Context: an optimization exercise on an open-source flow, tuned for small area and a short achievable clock period. The choices shown serve that exercise and are no tape-out recipe.
Function was checked by simulation only, so behaviour that the tests miss may differ from the original.
Power figures rest on the tool's default switching activity, not on a simulated workload.

`config.mk`:
```
export PLATFORM = sky130hd
export DESIGN_NAME = safety_periph_top
export DESIGN_NICKNAME = safety_periph_top
export VERILOG_FILES = /design/flow/design.v
export SDC_FILE = /design/flow/constraint.sdc
export NUM_CORES = 4
export LEC_CHECK = 0
export CAP_MARGIN = 20
export CORE_MARGIN = 2
export CORE_UTILIZATION = 40
export SLEW_MARGIN = 20
```
`constraint.sdc`:
```
create_clock -name core_clock -period 40.0 [get_ports {clk_i}]
set_input_delay 8.0000 -clock core_clock [delete_from_list [all_inputs] [get_ports {clk_i}]]
set_output_delay 8.0000 -clock core_clock [all_outputs]
set_load 0.01 [all_outputs]
```
`design.v`:
```
`default_nettype none
package safety_periph_pkg;
  typedef logic [31:0] addr_t;
  typedef logic [31:0] data_t;
  typedef logic [11:0] reg_off_t;
  typedef logic [7:0]  irq_level_t;
  typedef enum logic [1:0] {
    PeriphIrq       = 2'd0,
    PeriphInstrErr  = 2'd1,
    PeriphDataErr   = 2'd2,
    PeriphShadowErr = 2'd3
  } periph_idx_t;
  localparam addr_t IrqCtrlOffset   = 32'h0000_0000;
  localparam addr_t InstrErrOffset  = 32'h0000_1000;
  localparam addr_t DataErrOffset   = 32'h0000_2000;
  localparam addr_t ShadowErrOffset = 32'h0000_3000;
  localparam addr_t PeriphWindowSize = 32'h0000_1000;
  localparam reg_off_t ErrRegStatus = 12'h000;
  localparam reg_off_t ErrRegAddr   = 12'h004;
  localparam reg_off_t ErrRegCode   = 12'h008;
  localparam reg_off_t ErrRegPop    = 12'h00C;
  typedef enum logic [1:0] {
    RespOkay   = 2'b00,
    RespSlvErr = 2'b10
  } axi_resp_t;
  localparam data_t DecodeErrVal = 32'hBADC_AB1E;  
  localparam int unsigned IrqTimerBase  = 16;
  localparam int unsigned IrqBusErrBase = 18;
  localparam int unsigned IrqExtBase    = 32;
endpackage
`default_nettype wire
`timescale 1ns/1ps
`default_nettype none
module cl_regbus_decoder #(
  parameter safety_periph_pkg::addr_t PeriphBaseAddr = 32'h0020_0000
) (
  input  logic                            clk_i,
  input  logic                            rst_n_i,
  input  logic                            s_awvalid_i,
  output logic                            s_awready_o,
  input  safety_periph_pkg::addr_t        s_awaddr_i,
  input  logic                            s_wvalid_i,
  output logic                            s_wready_o,
  input  safety_periph_pkg::data_t        s_wdata_i,
  input  logic [3:0]                      s_wstrb_i,
  output logic                            s_bvalid_o,
  input  logic                            s_bready_i,
  output safety_periph_pkg::axi_resp_t    s_bresp_o,
  input  logic                            s_arvalid_i,
  output logic                            s_arready_o,
  input  safety_periph_pkg::addr_t        s_araddr_i,
  output logic                            s_rvalid_o,
  input  logic                            s_rready_i,
  output safety_periph_pkg::data_t        s_rdata_o,
  output safety_periph_pkg::axi_resp_t    s_rresp_o,
  output logic [3:0]                      reg_req_o,
  output logic                            reg_we_o,
  output safety_periph_pkg::reg_off_t     reg_addr_o,
  output safety_periph_pkg::data_t        reg_wdata_o,
  output logic [3:0]                      reg_wstrb_o,
  input  safety_periph_pkg::data_t [3:0]  reg_rdata_i,
  input  logic [3:0]                      reg_error_i
);
  typedef enum logic [1:0] {
    StIdle,
    StWrResp,
    StRdResp
  } state_e;
  state_e      state_q;
  safety_periph_pkg::axi_resp_t   resp_q, acc_resp;
  safety_periph_pkg::data_t       rdata_q;
  safety_periph_pkg::addr_t       acc_addr, acc_off;
  logic        wr_acc, rd_acc, hit;
  safety_periph_pkg::periph_idx_t sel;
  function automatic logic in_window(safety_periph_pkg::addr_t off, safety_periph_pkg::addr_t win);
    safety_periph_pkg::addr_t rel;
    rel = off - win;  
    in_window = rel < safety_periph_pkg::PeriphWindowSize;
  endfunction
  assign wr_acc   = (state_q == StIdle) && s_awvalid_i && s_wvalid_i;
  assign rd_acc   = (state_q == StIdle) && s_arvalid_i && !wr_acc;
  assign acc_addr = wr_acc ? s_awaddr_i : s_araddr_i;
  assign acc_off  = acc_addr - PeriphBaseAddr;
  always_comb begin
    hit = 1'b1;
    sel = safety_periph_pkg::PeriphIrq;
    if (in_window(acc_off, safety_periph_pkg::IrqCtrlOffset)) begin
      sel = safety_periph_pkg::PeriphIrq;
    end else if (in_window(acc_off, safety_periph_pkg::InstrErrOffset)) begin
      sel = safety_periph_pkg::PeriphInstrErr;
    end else if (in_window(acc_off, safety_periph_pkg::DataErrOffset)) begin
      sel = safety_periph_pkg::PeriphDataErr;
    end else if (in_window(acc_off, safety_periph_pkg::ShadowErrOffset)) begin
      sel = safety_periph_pkg::PeriphShadowErr;
    end else begin
      hit = 1'b0;
    end
  end
  always_comb begin
    reg_req_o = '0;
    if ((wr_acc || rd_acc) && hit) begin
      reg_req_o[sel] = 1'b1;
    end
  end
  assign reg_we_o    = wr_acc;
  assign reg_addr_o  = acc_off[11:0];
  assign reg_wdata_o = s_wdata_i;
  assign reg_wstrb_o = s_wstrb_i;
  assign acc_resp    = (!hit || reg_error_i[sel]) ? safety_periph_pkg::RespSlvErr : safety_periph_pkg::RespOkay;
  always_ff @(posedge clk_i) begin
    if (!rst_n_i) begin
      state_q <= StIdle;
      resp_q  <= safety_periph_pkg::RespOkay;
    end else begin
      unique case (state_q)
        StIdle: begin
          if (wr_acc) begin
            state_q <= StWrResp;
            resp_q  <= acc_resp;
          end else if (rd_acc) begin
            state_q <= StRdResp;
            resp_q  <= acc_resp;
          end
        end
        StWrResp: if (s_bready_i) state_q <= StIdle;
        StRdResp: if (s_rready_i) state_q <= StIdle;
        default:  state_q <= StIdle;
      endcase
    end
  end
  always_ff @(posedge clk_i) begin
    if (rd_acc) begin
      rdata_q <= hit ? reg_rdata_i[sel] : safety_periph_pkg::DecodeErrVal;
    end
  end
  assign s_awready_o = wr_acc;
  assign s_wready_o  = wr_acc;
  assign s_arready_o = rd_acc;
  assign s_bvalid_o  = (state_q == StWrResp);
  assign s_rvalid_o  = (state_q == StRdResp);
  assign s_bresp_o   = resp_q;
  assign s_rresp_o   = resp_q;
  assign s_rdata_o   = rdata_q;
endmodule
`default_nettype wire
`timescale 1ns/1ps
`default_nettype none
module bus_err_unit #(
  parameter int unsigned NumBusErrBits   = 2,
  parameter int unsigned NumOutstanding  = 2,
  parameter int unsigned NumStoredErrors = 8
) (
  input  logic                         clk_i,
  input  logic                         rst_n_i,
  input  logic                         bus_req_i,
  input  logic                         bus_gnt_i,
  input  logic                         bus_rvalid_i,
  input  safety_periph_pkg::addr_t     bus_addr_i,
  input  logic [NumBusErrBits-1:0]     bus_err_i,
  input  logic                         reg_req_i,
  input  logic                         reg_we_i,
  input  safety_periph_pkg::reg_off_t  reg_addr_i,
  input  safety_periph_pkg::data_t     reg_wdata_i,
  output safety_periph_pkg::data_t     reg_rdata_o,
  output logic                         reg_error_o,
  output logic                         err_irq_o
);
  localparam int unsigned OutPtrW = (NumOutstanding > 1) ? $clog2(NumOutstanding) : 1;
  localparam int unsigned LogIdxW = (NumStoredErrors > 1) ? $clog2(NumStoredErrors) : 1;
  localparam int unsigned LogCntW = $clog2(NumStoredErrors + 1);
  localparam int unsigned EntryW  = 32 + NumBusErrBits;
  safety_periph_pkg::addr_t              out_addr_q [NumOutstanding];
  logic [OutPtrW-1:0] out_wr_ptr_q, out_rd_ptr_q;
  logic               out_push;
  logic [NumStoredErrors-1:0][EntryW-1:0] log_q, log_d;
  logic [LogCntW-1:0]                     log_cnt_q;
  logic [LogIdxW-1:0]                     log_wr_idx;
  logic log_ovf_q, log_full, log_err, log_push, log_pop, reg_pop;
  function automatic logic [OutPtrW-1:0] next_ptr(logic [OutPtrW-1:0] ptr);
    next_ptr = (ptr == OutPtrW'(NumOutstanding - 1)) ? '0 : ptr + 1'b1;
  endfunction
  assign out_push = bus_req_i && bus_gnt_i;
  always_ff @(posedge clk_i) begin
    if (!rst_n_i) begin
      out_wr_ptr_q <= '0;
      out_rd_ptr_q <= '0;
    end else begin
      if (out_push) out_wr_ptr_q <= next_ptr(out_wr_ptr_q);
      if (bus_rvalid_i) out_rd_ptr_q <= next_ptr(out_rd_ptr_q);
    end
  end
  always_ff @(posedge clk_i) begin
    if (out_push) begin
      out_addr_q[out_wr_ptr_q] <= bus_addr_i;
    end
  end
  assign log_full   = (log_cnt_q == LogCntW'(NumStoredErrors));
  assign log_err    = bus_rvalid_i && (bus_err_i != '0);
  assign log_push   = log_err && !log_full;  
  assign log_pop    = reg_pop && (log_cnt_q != '0);
  assign log_wr_idx = LogIdxW'(log_cnt_q - LogCntW'(log_pop));
  always_comb begin
    log_d = log_pop ? (log_q >> EntryW) : log_q;
    if (log_push) begin
      log_d[log_wr_idx] = {out_addr_q[out_rd_ptr_q], bus_err_i};
    end
  end
  always_ff @(posedge clk_i) begin
    log_q <= log_d;
  end
  always_ff @(posedge clk_i) begin
    if (!rst_n_i) begin
      log_cnt_q <= '0;
      log_ovf_q <= 1'b0;
    end else begin
      log_cnt_q <= log_cnt_q + LogCntW'(log_push) - LogCntW'(log_pop);
      if (log_err && log_full) begin
        log_ovf_q <= 1'b1;
      end else if (reg_pop && reg_wdata_i[31]) begin
        log_ovf_q <= 1'b0;
      end
    end
  end
  always_comb begin
    reg_rdata_o = '0;
    reg_error_o = 1'b0;
    reg_pop     = 1'b0;
    if (reg_req_i) begin
      unique case (reg_addr_i)
        safety_periph_pkg::ErrRegStatus: begin
          reg_error_o = reg_we_i;
          reg_rdata_o = {log_ovf_q, 23'd0, 8'(log_cnt_q)};
        end
        safety_periph_pkg::ErrRegAddr: begin
          reg_error_o = reg_we_i;
          if (log_cnt_q != '0) reg_rdata_o = log_q[0][EntryW-1 -: 32];  
        end
        safety_periph_pkg::ErrRegCode: begin
          reg_error_o = reg_we_i;
          if (log_cnt_q != '0) reg_rdata_o = safety_periph_pkg::data_t'(log_q[0][NumBusErrBits-1:0]);
        end
        safety_periph_pkg::ErrRegPop: begin
          reg_error_o = !reg_we_i;  
          reg_pop     = reg_we_i;
        end
        default: reg_error_o = 1'b1;
      endcase
    end
  end
  assign err_irq_o = (log_cnt_q != '0);
endmodule
`default_nettype wire
`timescale 1ns/1ps
`default_nettype none
module irq_ctrl #(
  parameter  int unsigned NumExtIrqs = 16,
  localparam int unsigned NumSrc     = NumExtIrqs + 32,
  localparam int unsigned IdW        = $clog2(NumSrc)
) (
  input  logic                           clk_i,
  input  logic                           rst_n_i,
  input  logic [NumSrc-1:0]              src_i,
  input  logic                           reg_req_i,
  input  logic                           reg_we_i,
  input  safety_periph_pkg::reg_off_t    reg_addr_i,
  input  safety_periph_pkg::data_t       reg_wdata_i,
  input  logic [3:0]                     reg_wstrb_i,
  output safety_periph_pkg::data_t       reg_rdata_o,
  output logic                           reg_error_o,
  output logic                           irq_valid_o,
  input  logic                           irq_ready_i,
  output logic [IdW-1:0]                 irq_id_o,
  output safety_periph_pkg::irq_level_t  irq_level_o
);
  logic [NumSrc-1:0] src_q, en_q;
  safety_periph_pkg::irq_level_t        lvl_q [NumSrc];
  logic [IdW-1:0]    reg_id, best_id, id_q;
  safety_periph_pkg::irq_level_t        best_lvl, lvl_sel_q;
  logic              reg_hit, best_found, valid_q, held_pending;
  assign reg_hit = (reg_addr_i[11:2] < 10'(NumSrc));
  assign reg_id  = IdW'(reg_addr_i[11:2]);
  always_comb begin
    reg_rdata_o = '0;
    reg_error_o = 1'b0;
    if (reg_req_i) begin
      if (!reg_hit) begin
        reg_error_o = 1'b1;
      end else if (!reg_we_i) begin
        reg_rdata_o = {16'd0, lvl_q[reg_id], 7'd0, en_q[reg_id]};
      end
    end
  end
  always_ff @(posedge clk_i) begin
    if (!rst_n_i) begin
      en_q <= '0;
      for (int i = 0; i < NumSrc; i++) begin
        lvl_q[i] <= '0;
      end
    end else if (reg_req_i && reg_we_i && reg_hit) begin
      if (reg_wstrb_i[0]) en_q[reg_id] <= reg_wdata_i[0];
      if (reg_wstrb_i[1]) lvl_q[reg_id] <= reg_wdata_i[15:8];
    end
  end
  always_ff @(posedge clk_i) begin
    if (!rst_n_i) begin
      src_q <= '0;
    end else begin
      src_q <= src_i;
    end
  end
  always_comb begin
    best_found = 1'b0;
    best_id    = '0;
    best_lvl   = '0;
    for (int i = 0; i < NumSrc; i++) begin
      if (src_q[i] && en_q[i] && (lvl_q[i] != '0) && (lvl_q[i] >= best_lvl)) begin
        best_found = 1'b1;
        best_id    = IdW'(i);
        best_lvl   = lvl_q[i];
      end
    end
  end
  assign held_pending = src_q[id_q] && en_q[id_q];
  always_ff @(posedge clk_i) begin
    if (!rst_n_i) begin
      valid_q <= 1'b0;
    end else if (valid_q) begin
      if (irq_ready_i || !held_pending) valid_q <= 1'b0;
    end else begin
      valid_q <= best_found;
    end
  end
  always_ff @(posedge clk_i) begin
    if (!valid_q && best_found) begin
      id_q      <= best_id;
      lvl_sel_q <= best_lvl;
    end
  end
  assign irq_valid_o = valid_q;
  assign irq_id_o    = id_q;
  assign irq_level_o = lvl_sel_q;
endmodule
`default_nettype wire
`timescale 1ns/1ps
`default_nettype none
module safety_periph_top #(
  parameter safety_periph_pkg::addr_t PeriphBaseAddr  = 32'h0020_0000,
  parameter int unsigned              NumExtIrqs      = 16,
  parameter int unsigned              NumBusErrBits   = 2,
  parameter int unsigned              NumOutstanding  = 2,
  parameter int unsigned              NumStoredErrors = 8
) (
  input  logic                                clk_i,
  input  logic                                rst_n_i,
  input  logic                                s_awvalid_i,
  output logic                                s_awready_o,
  input  safety_periph_pkg::addr_t            s_awaddr_i,
  input  logic                                s_wvalid_i,
  output logic                                s_wready_o,
  input  safety_periph_pkg::data_t            s_wdata_i,
  input  logic [3:0]                          s_wstrb_i,
  output logic                                s_bvalid_o,
  input  logic                                s_bready_i,
  output safety_periph_pkg::axi_resp_t        s_bresp_o,
  input  logic                                s_arvalid_i,
  output logic                                s_arready_o,
  input  safety_periph_pkg::addr_t            s_araddr_i,
  output logic                                s_rvalid_o,
  input  logic                                s_rready_i,
  output safety_periph_pkg::data_t            s_rdata_o,
  output safety_periph_pkg::axi_resp_t        s_rresp_o,
  input  logic                                instr_req_i,
  input  logic                                instr_gnt_i,
  input  logic                                instr_rvalid_i,
  input  safety_periph_pkg::addr_t            instr_addr_i,
  input  logic [NumBusErrBits-1:0]            instr_err_i,
  input  logic                                data_req_i,
  input  logic                                data_gnt_i,
  input  logic                                data_rvalid_i,
  input  safety_periph_pkg::addr_t            data_addr_i,
  input  logic [NumBusErrBits-1:0]            data_err_i,
  input  logic                                shadow_req_i,
  input  logic                                shadow_gnt_i,
  input  logic                                shadow_rvalid_i,
  input  safety_periph_pkg::addr_t            shadow_addr_i,
  input  logic [NumBusErrBits-1:0]            shadow_err_i,
  input  logic [1:0]                          timer_irqs_i,
  input  logic [NumExtIrqs-1:0]               ext_irqs_i,
  output logic                                irq_valid_o,
  input  logic                                irq_ready_i,
  output logic [$clog2(NumExtIrqs+32)-1:0]    irq_id_o,
  output safety_periph_pkg::irq_level_t       irq_level_o
);
  logic [3:0]  reg_req, reg_error, reg_wstrb;
  logic        reg_we;
  safety_periph_pkg::reg_off_t    reg_addr;
  safety_periph_pkg::data_t       reg_wdata;
  safety_periph_pkg::data_t [3:0] reg_rdata;
  logic  [2:0]                    bus_req, bus_gnt, bus_rvalid, bus_err_irq;
  safety_periph_pkg::addr_t [2:0]                    bus_addr;
  logic  [2:0][NumBusErrBits-1:0] bus_err;
  logic  [NumExtIrqs+31:0]        irq_src;
  assign bus_req    = {shadow_req_i, data_req_i, instr_req_i};
  assign bus_gnt    = {shadow_gnt_i, data_gnt_i, instr_gnt_i};
  assign bus_rvalid = {shadow_rvalid_i, data_rvalid_i, instr_rvalid_i};
  assign bus_addr   = {shadow_addr_i, data_addr_i, instr_addr_i};
  assign bus_err    = {shadow_err_i, data_err_i, instr_err_i};
  cl_regbus_decoder #(
    .PeriphBaseAddr ( PeriphBaseAddr )
  ) cl_regbus_decoder_i (
    .clk_i       ( clk_i       ),
    .rst_n_i     ( rst_n_i     ),
    .s_awvalid_i ( s_awvalid_i ),
    .s_awready_o ( s_awready_o ),
    .s_awaddr_i  ( s_awaddr_i  ),
    .s_wvalid_i  ( s_wvalid_i  ),
    .s_wready_o  ( s_wready_o  ),
    .s_wdata_i   ( s_wdata_i   ),
    .s_wstrb_i   ( s_wstrb_i   ),
    .s_bvalid_o  ( s_bvalid_o  ),
    .s_bready_i  ( s_bready_i  ),
    .s_bresp_o   ( s_bresp_o   ),
    .s_arvalid_i ( s_arvalid_i ),
    .s_arready_o ( s_arready_o ),
    .s_araddr_i  ( s_araddr_i  ),
    .s_rvalid_o  ( s_rvalid_o  ),
    .s_rready_i  ( s_rready_i  ),
    .s_rdata_o   ( s_rdata_o   ),
    .s_rresp_o   ( s_rresp_o   ),
    .reg_req_o   ( reg_req     ),
    .reg_we_o    ( reg_we      ),
    .reg_addr_o  ( reg_addr    ),
    .reg_wdata_o ( reg_wdata   ),
    .reg_wstrb_o ( reg_wstrb   ),
    .reg_rdata_i ( reg_rdata   ),
    .reg_error_i ( reg_error   )
  );
  for (genvar b = 0; b < 3; b++) begin : gen_bus_err
    bus_err_unit #(
      .NumBusErrBits   ( NumBusErrBits   ),
      .NumOutstanding  ( NumOutstanding  ),
      .NumStoredErrors ( NumStoredErrors )
    ) bus_err_unit_i (
      .clk_i        ( clk_i                                ),
      .rst_n_i      ( rst_n_i                              ),
      .bus_req_i    ( bus_req[b]                           ),
      .bus_gnt_i    ( bus_gnt[b]                           ),
      .bus_rvalid_i ( bus_rvalid[b]                        ),
      .bus_addr_i   ( bus_addr[b]                          ),
      .bus_err_i    ( bus_err[b]                           ),
      .reg_req_i    ( reg_req[int'(safety_periph_pkg::PeriphInstrErr) + b]    ),
      .reg_we_i     ( reg_we                               ),
      .reg_addr_i   ( reg_addr                             ),
      .reg_wdata_i  ( reg_wdata                            ),
      .reg_rdata_o  ( reg_rdata[int'(safety_periph_pkg::PeriphInstrErr) + b]  ),
      .reg_error_o  ( reg_error[int'(safety_periph_pkg::PeriphInstrErr) + b]  ),
      .err_irq_o    ( bus_err_irq[b]                       )
    );
  end
  always_comb begin
    irq_src = '0;
    irq_src[safety_periph_pkg::IrqTimerBase +: 2]           = timer_irqs_i;
    irq_src[safety_periph_pkg::IrqBusErrBase +: 3]          = bus_err_irq;
    irq_src[safety_periph_pkg::IrqExtBase +: NumExtIrqs]    = ext_irqs_i;
  end
  irq_ctrl #(
    .NumExtIrqs ( NumExtIrqs )
  ) irq_ctrl_i (
    .clk_i       ( clk_i              ),
    .rst_n_i     ( rst_n_i            ),
    .src_i       ( irq_src            ),
    .reg_req_i   ( reg_req[safety_periph_pkg::PeriphIrq]   ),
    .reg_we_i    ( reg_we             ),
    .reg_addr_i  ( reg_addr           ),
    .reg_wdata_i ( reg_wdata          ),
    .reg_wstrb_i ( reg_wstrb          ),
    .reg_rdata_o ( reg_rdata[safety_periph_pkg::PeriphIrq] ),
    .reg_error_o ( reg_error[safety_periph_pkg::PeriphIrq] ),
    .irq_valid_o ( irq_valid_o        ),
    .irq_ready_i ( irq_ready_i        ),
    .irq_id_o    ( irq_id_o           ),
    .irq_level_o ( irq_level_o        )
  );
endmodule
`default_nettype wire
```
`run.sh`:
```
#!/bin/bash
# synth_recipe.tcl (not shown) runs the flow's synth.tcl, then flattens the netlist and writes it again
# the make line also repeats each setting of config.mk as NAME=value (left out here)
make -C /OpenROAD-flow-scripts/flow DESIGN_CONFIG=/design/flow/config.mk WORK_HOME=/design/flow/orfs CLKGATE_MAP_FILE= SYNTH_SCRIPT=/design/flow/synth_recipe.tcl finish
```
==> run notes <==
-- Yosys cell counts (14+ instances only) --
library cell | instances | area, um2
o41ai_1 | 16 | 140
a221oi_1 | 15 | 131
o221ai_1 | 77 | 674
nand4_1 | 27 | 169
ha_1 | 191 | 2390
o22ai_1 | 854 | 5340
o21a_1 | 61 | 458
o31ai_1 | 30 | 225
buf_2 | 87 | 435
a21oi_1 | 310 | 1550
or2_2 | 46 | 288
a222oi_1 | 30 | 300
and2_1 | 477 | 2980
a21boi_0 | 48 | 360
nand3_1 | 127 | 636
nand2b_1 | 42 | 263
edfxtp_1 | 622 | 18700
buf_1 | 74 | 278
a21o_1 | 50 | 375
xor2_1 | 14 | 123
a31oi_1 | 62 | 388
inv_1 | 139 | 522
a22o_1 | 29 | 254
mux2i_1 | 960 | 9610
nor2b_1 | 35 | 219
dfxtp_1 | 913 | 18300
o21ai_0 | 453 | 2270
a22oi_1 | 67 | 503
nor4_1 | 104 | 651
nor3_1 | 132 | 661
o22a_1 | 21 | 184
nor2_1 | 652 | 2450
a221o_1 | 15 | 150
a211oi_1 | 26 | 195
clkbuf_1 | 386 | 1450
mux2_2 | 66 | 743
o211ai_1 | 31 | 233
nand2_1 | 600 | 2250
xnor2_1 | 27 | 236
and3_1 | 39 | 244
-- where the power goes --
| part | total (mW) | switching [mW] | internal [mW] | leakage, nW |
|---|---|---|---|---|
| clock network | 1.62 | 0.682 | 0.935 | 2.84 |
| registers | 2.13 | 0.239 | 1.89 | 13.5 |
| logic | 1.66 | 1.16 | 0.502 | 16.7 |
-- final timing paths --
kind,from,end,cells past startpoint
max,irq_ctrl_i.en_q[16]$_SDFFE_PN0P_,irq_ctrl_i.lvl_sel_q[5]$_DFFE_PP_,194
max reg2reg,irq_ctrl_i.en_q[16]$_SDFFE_PN0P_,irq_ctrl_i.lvl_sel_q[5]$_DFFE_PP_,194
min,gen_bus_err[2].bus_err_unit_i.log_q[244]$_DFF_P_,gen_bus_err[2].bus_err_unit_i.log_q[244]$_DFF_P_,2
min reg2reg,gen_bus_err[2].bus_err_unit_i.log_q[244]$_DFF_P_,gen_bus_err[2].bus_err_unit_i.log_q[244]$_DFF_P_,2
-- cells in the final DEF, fill, tap and decap left out, types with 103 or more instances in the layout --
cell,netlist,layout
edfxtp_1,622,622
clkdlybuf4s50_1,0,257
nor2_1,652,638
ha_1,191,184
nand3_1,127,119
inv_1,139,139
nand2_1,600,593
buf_4,9,265
clkbuf_16,0,174
mux2i_1,960,944
o22ai_1,854,850
dfxtp_1,913,910
a21oi_1,310,299
nor3_1,132,126
and2_1,477,474
nor4_1,104,103
o21ai_0,453,410
-- layout make-up --
class	count	share of cell area [%]
inverter	150	0.611
tap	2656	3.61
sequential	1535	40.1
clock inverter	54	0.796
antenna	6	0.0163
timing repair buffer	540	5.15
clock buffer	258	5.52
multi-input combinational	5998	44.2
-- routing by layer --
metal  up-vias  global-route usage (%)  wire length, um
met3       672                    5.33            26800
met2      3533                    45.8           139000
met1     34100                    38.4           126000
met4         8                    15.1            17900
met5         -                       0               51
li1      31400                       -                -
-- sequential cells by signal (all words and copies together), names as in the netlist, 2 cells and up, named ones only --
| signal | cells |
|---|---|
| irq_ctrl_i.id_q | 6 |
| gen_bus_err.bus_err_unit_i.out_rd_ptr_q | 3 |
| gen_bus_err.bus_err_unit_i.log_cnt_q | 12 |
| gen_bus_err.bus_err_unit_i.out_wr_ptr_q | 3 |
| irq_ctrl_i.lvl_q | 384 |
| irq_ctrl_i.lvl_sel_q | 8 |
| irq_ctrl_i.en_q | 48 |
| gen_bus_err.bus_err_unit_i.log_q | 816 |
| gen_bus_err.bus_err_unit_i.log_ovf_q | 3 |
| irq_ctrl_i.src_q | 21 |
| gen_bus_err.bus_err_unit_i.out_addr_q | 192 |
| cl_regbus_decoder_i.state_q | 2 |
| cl_regbus_decoder_i.rdata_q | 32 |
-- critical path, delay by kind of cell, from the launching register on --
kind,cells,cell delay [ns]
AO/OA/AOI/OAI,81,15.95
AND/OR/NAND/NOR,71,10.97
adder cells (fa/ha/maj),20,5.57
buffers and inverters,16,2.66
multiplexers,6,1.78
flip-flops,1,0.39
-- kinds of logic after synthesis --
group / share of synthesized area [%]
xor+xnor: 0.450
buf+inv: 3.52
simple gates: 14.6
fa+ha+maj: 3.08
flops: 46.3
mux: 13.2
compound gates: 18.9
other cells: 0.00470
-- repair_timing --
item,CTS,global route
pin swaps,0,14
setup endpoints to repair,29,29
cloned,0,2
setup buffers,0,17
resized for setup,7,65
-- per-stage QoR --
stage               worst slack [ns]  power [mW]
floorplan                       1.77        3.04
global placement               0.185        3.71
detailed placement            -0.284        3.74
CTS                            0.148        5.35
global route                  -0.144        5.59
finish                          2.29        5.41
==> reports/metrics.yaml <==
outcome: "complete, no violations"
tightest_slew_ns: 1.29
die-area_mm2: 0.203
grt_pass1_vias: 66200
grt_remaining_overflow: 0
seqCellArea_mm2: 0.0370
clock_latency_ns: 0.84
ys_seq_elements: 1535
setup_tns_ns: 0
clk_path_buf_depth: 3
clk_pin_slew_ns: 0.06
cp.arrival_ns: 38.23
hpwlAfterDp_mm: 223
nNetsFinal: 8822
crit_top_cell: "ha_1"
synth.avg_cell_area_um2: 9.69
grt_pass1_wl_mm: 448
yosysWarnings: 4
drt-initial-drc-count: 8632
cp_max_fo: 16
area_growth_pct: 15.4
fp.dieW_um: 451
die_h_um: 451
timing.final.crit_period_ns: 37.71
fillCellCount: 18800
ys_dominant_reg_cell: "dfxtp_1"
row_count: 164
drc: 0
io_pins: 293
antenna_left: 0
crit_type: "reg2reg"
ys_types: 109
firstDrtPassIters: 6
antenna_found_initial: 12
hold_viol_final: 0
numPortBuffers: 266
timing.final.crit_share_pct: 94.3
ys_seq_area_share_pct: 46.3
cts_hold_buf: 0
drv_slew: 0
regToRegSetupSlack_ns: 2.29
cts-root-buf: "clkbuf_16"
fin_util_pct: 46.3
max_freq_ghz: 0.0265
syn_inst: 8238
fin_skew_ns: 0.0529
vdd_ir_drop_max_mv: 0.0452
startpoint_type: "flop"
synthArstFlopShare_pct: 0
critPathMaxStageDelay_ns: 0.54
worst-endpoint-required_ns: 40.52
htree_levels: 4
end_kind: "flop"
leakagePower_nw: 33.1
avgViaCountPerCell: 6.23
hp-class: "reg2reg"
whs_ns: 0.451
p_per_area_mw_per_mm2: 58.7
maxCapViolations: 0
grt_usage_pct: 29.2
routedWlPerCell_um: 27.7
initial_core_util_pct: 40.1
multiInputGateArea_mm2: 0.0407
grt_max_degree: 132
coreArea_mm2: 0.199
instances_no_fill: 11200
netlist_area_mm2: 0.0799
synth_edf_count: 622
slew_headroom_pct: 12.8
finalInstanceArea_mm2: 0.0921
place_area_mm2: 0.0858
routabilityCongestion: 1.01
drt-total-wl_mm: 310
cts_num_sinks: 1535
setup_viol: 0
cts_buffers: 166
drive_gt1_share_pct: 9.94
cts_tree: "yes"
dp_cells: 10900
num_vias: 69700
slowest_stage: "or4_1"

## afterwards: timing with drivers on the ports
The flow's constraints put no driver on any port. The routed layout listed below was extracted and timed again, unchanged, in two steps. Step 1 assumes that a clkbuf_16 drives the clock port and a buf_2 every other input. Step 2 adds t to the input delays and takes it off the output delays; t is the mean of the earliest and latest rising clock arrival at the registers after step 1. Input paths then give back, and output paths get back, about the clock's delay inside the block. Slacks: ideal / step 1 / step 2; pairs: ideal / step 1.
t, ns: 0.914
setup slack, ns: 2.291 / 2.291 / 2.291
latest minus earliest clock arrival (ns): 0.055 / 0.055
After both steps setup and hold are still met in this run. The setup slack of this run moves by 0.000 ns with the drivers and by 0.000 ns with both steps.
